This is an optimization exercise on Yosys and OpenROAD, whose aim is small area and a short achievable clock period, not a production implementation. No activity file was given, so power comes from the tool's default toggle rates.

## the previous run
Design out_layer_top, start of the top module:
module out_layer_top (
	input  logic                                  clk,
	input  logic                                  rst_n_i,
	input  logic [out_layer_pkg::CYC_W-1:0]       cycle_index_i,   
	input  logic                                  cycle_clk_i,     
	input  logic [2*out_layer_pkg::LANES*out_layer_pkg::FIX_WIDTH-1:0] fwd_i,  
	input  logic [out_layer_pkg::LANES-1:0]       ans_i,           
	output logic [out_layer_pkg::LANES*out_layer_pkg::FIX_WIDTH-1:0] del_o,  
	output logic [out_layer_pkg::LANES-1:0]       ans_o            
);
Size: about 680 flip-flops, about 210 I/O pins, about 39000 um2 of cells after synthesis.
clock: 10.0 ns
lec_check: 0
cap_margin: 20
core_margin: 2
core_utilization: 75
cts_cluster_diameter: 80
cts_cluster_size: 30
place_density: 0.85
slew_margin: 20
tns_end_percent: 0
standard.sh (not shown) runs the stock make flow with config.mk's settings and CLKGATE_MAP_FILE= SYNTH_SCRIPT=/design/flow/synth_recipe.tcl, a recipe that flattens the netlist after the stock synthesis.
==> flow/flow/run.sh <==
#!/bin/bash
# Standard ORFS layout (the standard.sh) with these changes to how it is made:
#  - synthesis skips the generic "abc -fast" pass inside yosys synth (SYNTH_ARGS=-noabc), so the
#    full adders written in the RTL reach extract_fa as written; the registers (names, count
#    and cell types) are the same as the standard synthesis gives;
#  - port buffers are buf_2 cells instead of the resizer's default pick (a delay cell);
#  - repair_timing aims for more setup slack than the 10 ns clock needs, so the layout is
#    pushed towards the shortest period it can reach. Constraints and period are unchanged.
set -euo pipefail
bash standard.sh \
  SYNTH_ARGS=-noabc \
  'BUFFER_PORTS_ARGS=-buffer_cell sky130_fd_sc_hd__buf_2' \
  SETUP_SLACK_MARGIN=7 \
  finish > orfs_make.log 2>&1
The previous run: done, clean on timing, DRC and antenna
## Diff of input files: the current run against the previous run
diff --git a/flow/design.v b/flow/design.v
--- a/flow/design.v
+++ b/flow/design.v
@@ -447,50 +447,34 @@
 	assign fc214 = (fs179 & fc142) | (fs179 & fc178) | (fc142 & fc178);
 	assign fs215 = fs181 ^ pp5_15 ^ fc180;
 	assign fc216 = (fs181 & pp5_15) | (fs181 & fc180) | (pp5_15 & fc180);
 	assign fs217 = ~pp6_15 ^ pp7_13 ^ fc182;
 	assign fc218 = (~pp6_15 & pp7_13) | (~pp6_15 & fc182) | (pp7_13 & fc182);
 	assign fs219 = ~pp6_16 ^ pp7_14 ^ pp6_15;
 	assign fc220 = (~pp6_16 & pp7_14) | (~pp6_16 & pp6_15) | (pp7_14 & pp6_15);
 	logic [31:0] row_a, row_b;
 	assign row_a = {1'b1, ~pp7_16, ~pp7_15, fs219, fs217, fs215, fs213, fs211, fs209, fs207, fs205, fs203, fs201, fs199, fs197, fs195, fs193, fs191, fs189, fs187, fs185, hs183, fs147, hs145, fs143, fs77, hs75, fs73, hs3, fs1, pp0_1, pp0_0};
 	assign row_b = {1'b0, pp7_15, fc220, fc218, fc216, fc214, fc212, fc210, fc208, fc206, fc204, fc202, fc200, fc198, fc196, fc194, fc192, fc190, fc188, fc186, hc184, fc148, hc146, fc144, 1'b0, hc76, fc74, 1'b0, fc2, 1'b0, 1'b0, neg_q[0]};
 	logic [10:0] lo_sum;
 	assign lo_sum = {1'b0, row_a[9:0]} + {1'b0, row_b[9:0]};
-	logic [14:0] hi_a_q, hi_b_q;
+	logic [21:0] hi_a_q, hi_b_q;
 	logic        cin_q;
 	always_ff @(posedge clk) begin
-		hi_a_q <= row_a[24:10];
-		hi_b_q <= row_b[24:10];
+		hi_a_q <= row_a[31:10];
+		hi_b_q <= row_b[31:10];
 		cin_q  <= lo_sum[10];
 	end
-	logic [5:0] tt_p, tt_g, tt_k;
-	assign tt_p = row_a[31:26] ^ row_b[31:26];
-	assign tt_g = row_a[31:26] & row_b[31:26];
-	assign tt_k = row_a[31:26] | row_b[31:26];
-	logic tt_z, tt_m1, tt_m2;
-	assign tt_z  = ~tt_p[0] & (tt_p[5:1] == tt_k[4:0]);
-	assign tt_m1 = &tt_p;
-	assign tt_m2 = ~tt_p[0] & (tt_p[5:1] == ~tt_g[4:0]);
-	logic [0:0] xt_q, gt_q;   
-	logic z_q, m1_q, m2_q, sgn2_q;
-	always_ff @(posedge clk) begin
-		z_q    <= tt_z;
-		m1_q   <= tt_m1;
-		m2_q   <= tt_m2;
-		sgn2_q <= sgn1_q;
-		xt_q   <= row_a[25:25] ^ row_b[25:25];
-		gt_q   <= row_a[25:25] & row_b[25:25];
-	end
-	logic [14:0] g, p;
+	logic sgn2_q;
+	always_ff @(posedge clk) sgn2_q <= sgn1_q;
+	logic [21:0] g, p;
 	assign g = hi_a_q & hi_b_q;
 	assign p = hi_a_q ^ hi_b_q;
 	logic [15:0] c;
 	logic sg0_1, sp0_1;
 	assign sg0_1 = g[1] | (p[1] & g[0]);
 	assign sp0_1 = p[1] & p[0];
 	logic sg0_3, sp0_3;
 	assign sg0_3 = g[3] | (p[3] & g[2]);
 	assign sp0_3 = p[3] & p[2];
 	logic sg0_5, sp0_5;
 	assign sg0_5 = g[5] | (p[5] & g[4]);
 	assign sp0_5 = p[5] & p[4];
@@ -576,34 +560,36 @@
 	assign c[4] = sg1_3 | (sp1_3 & cin_q);
 	assign c[5] = sg2_4 | (sp2_4 & cin_q);
 	assign c[6] = sg2_5 | (sp2_5 & cin_q);
 	assign c[7] = sg2_6 | (sp2_6 & cin_q);
 	assign c[8] = sg2_7 | (sp2_7 & cin_q);
 	assign c[9] = sg3_8 | (sp3_8 & cin_q);
 	assign c[10] = sg3_9 | (sp3_9 & cin_q);
 	assign c[11] = sg3_10 | (sp3_10 & cin_q);
 	assign c[12] = sg3_11 | (sp3_11 & cin_q);
 	assign c[13] = sg3_12 | (sp3_12 & cin_q);
 	assign c[14] = sg3_13 | (sp3_13 & cin_q);
 	assign c[15] = sg3_14 | (sp3_14 & cin_q);
-	logic [1:0] ct;    
-	assign ct[0] = c[15];
-	assign ct[1] = gt_q[0] | (xt_q[0] & ct[0]);
-	logic eqt, vt;   
-	assign eqt = ct[1] ? (m1_q | m2_q) : (z_q | m1_q);
-	assign vt  = ct[1] ? m2_q : m1_q;
+	logic [6:0] tt_p, tt_g, tt_k;
+	assign tt_p = hi_a_q[21:15] ^ hi_b_q[21:15];
+	assign tt_g = hi_a_q[21:15] & hi_b_q[21:15];
+	assign tt_k = hi_a_q[21:15] | hi_b_q[21:15];
+	logic tt_z, tt_m1, tt_m2;
+	assign tt_z  = ~tt_p[0] & (tt_p[6:1] == tt_k[5:0]);
+	assign tt_m1 = &tt_p;
+	assign tt_m2 = ~tt_p[0] & (tt_p[6:1] == ~tt_g[5:0]);
 	logic ovf;
-	assign ovf = ~(eqt & ((xt_q ^ ct[0:0]) == {1{vt}}));
+	assign ovf = c[15] ? ~(tt_m1 | tt_m2) : ~(tt_z | tt_m1);
 	logic [15:0] q;
-	assign q = {xt_q[0] ^ ct[0], p[14:0] ^ c[14:0]};
+	assign q = p[15:0] ^ c[15:0];
 	always_ff @(posedge clk) begin
 		del_o <= ovf ? {sgn2_q, {15{~sgn2_q}}} : q;
 	end
 endmodule
 `timescale 1ns/1ps
 module delta_bank_ctrl (
 	input  logic                      clk,
 	input  logic                      rst_n_i,
 	input  out_layer_pkg::cycle_idx_t cycle_index_i,
 	output logic                      blk_ok_o,   
 	output logic                      ans_ok_o    
 );
Findings:
Result: PASS for each of the current run and the previous run. Compared with the previous run, the current run supports a higher clock frequency. The global-route usage of the current run is lower than that of the previous run. Of the current run and the previous run, the higher share of power burned in registers belongs to the current run. | total power | the current run vs the previous run | 0.48 mW lower |. Going from the previous run to the current run, hold slack +0.0085 ns; area of all placed cells without fillers picked up an extra 1100 um2. Kind of critical path: reg2out -> the current run, reg2reg -> the previous run.
No run of this note included a check of the RTL's function; only the layout flow was run.

[what the ideal ports hide]
Ports are ideal in the flow. The routed layouts listed here were re-timed in OpenROAD.
Step 1 sets driving cells, clkbuf_16 on the clock port and buf_2 on the other inputs (assumed; they add their load-dependent delay and slew).
Step 2 moves the port delays by t, midway between the first and last clock arrival at a register: inputs arrive t later, outputs are due t later. That takes back most of the time a late clock gives input paths.
Three values: ideal ports, drivers, drivers and shift; two values: the first two.
| run | t (ns) | setup WS [ns] | worst setup path after step 2 | worst data-port slew with drivers (ns) | cell pins on the clock port's net |
|---|---|---|---|---|---|
| the previous run | 0.676 | 6.454 / 6.454 / 6.294 | input to register | 0.08 | 1 |
| the current run | 0.681 | 6.862 / 6.801 / 6.440 | input to register | 0.06 | 1 |
After both steps every run listed still meets setup and hold. The setup slack of the current run, which loses most, moves by -0.061 ns with the drivers and by -0.422 ns with both steps.
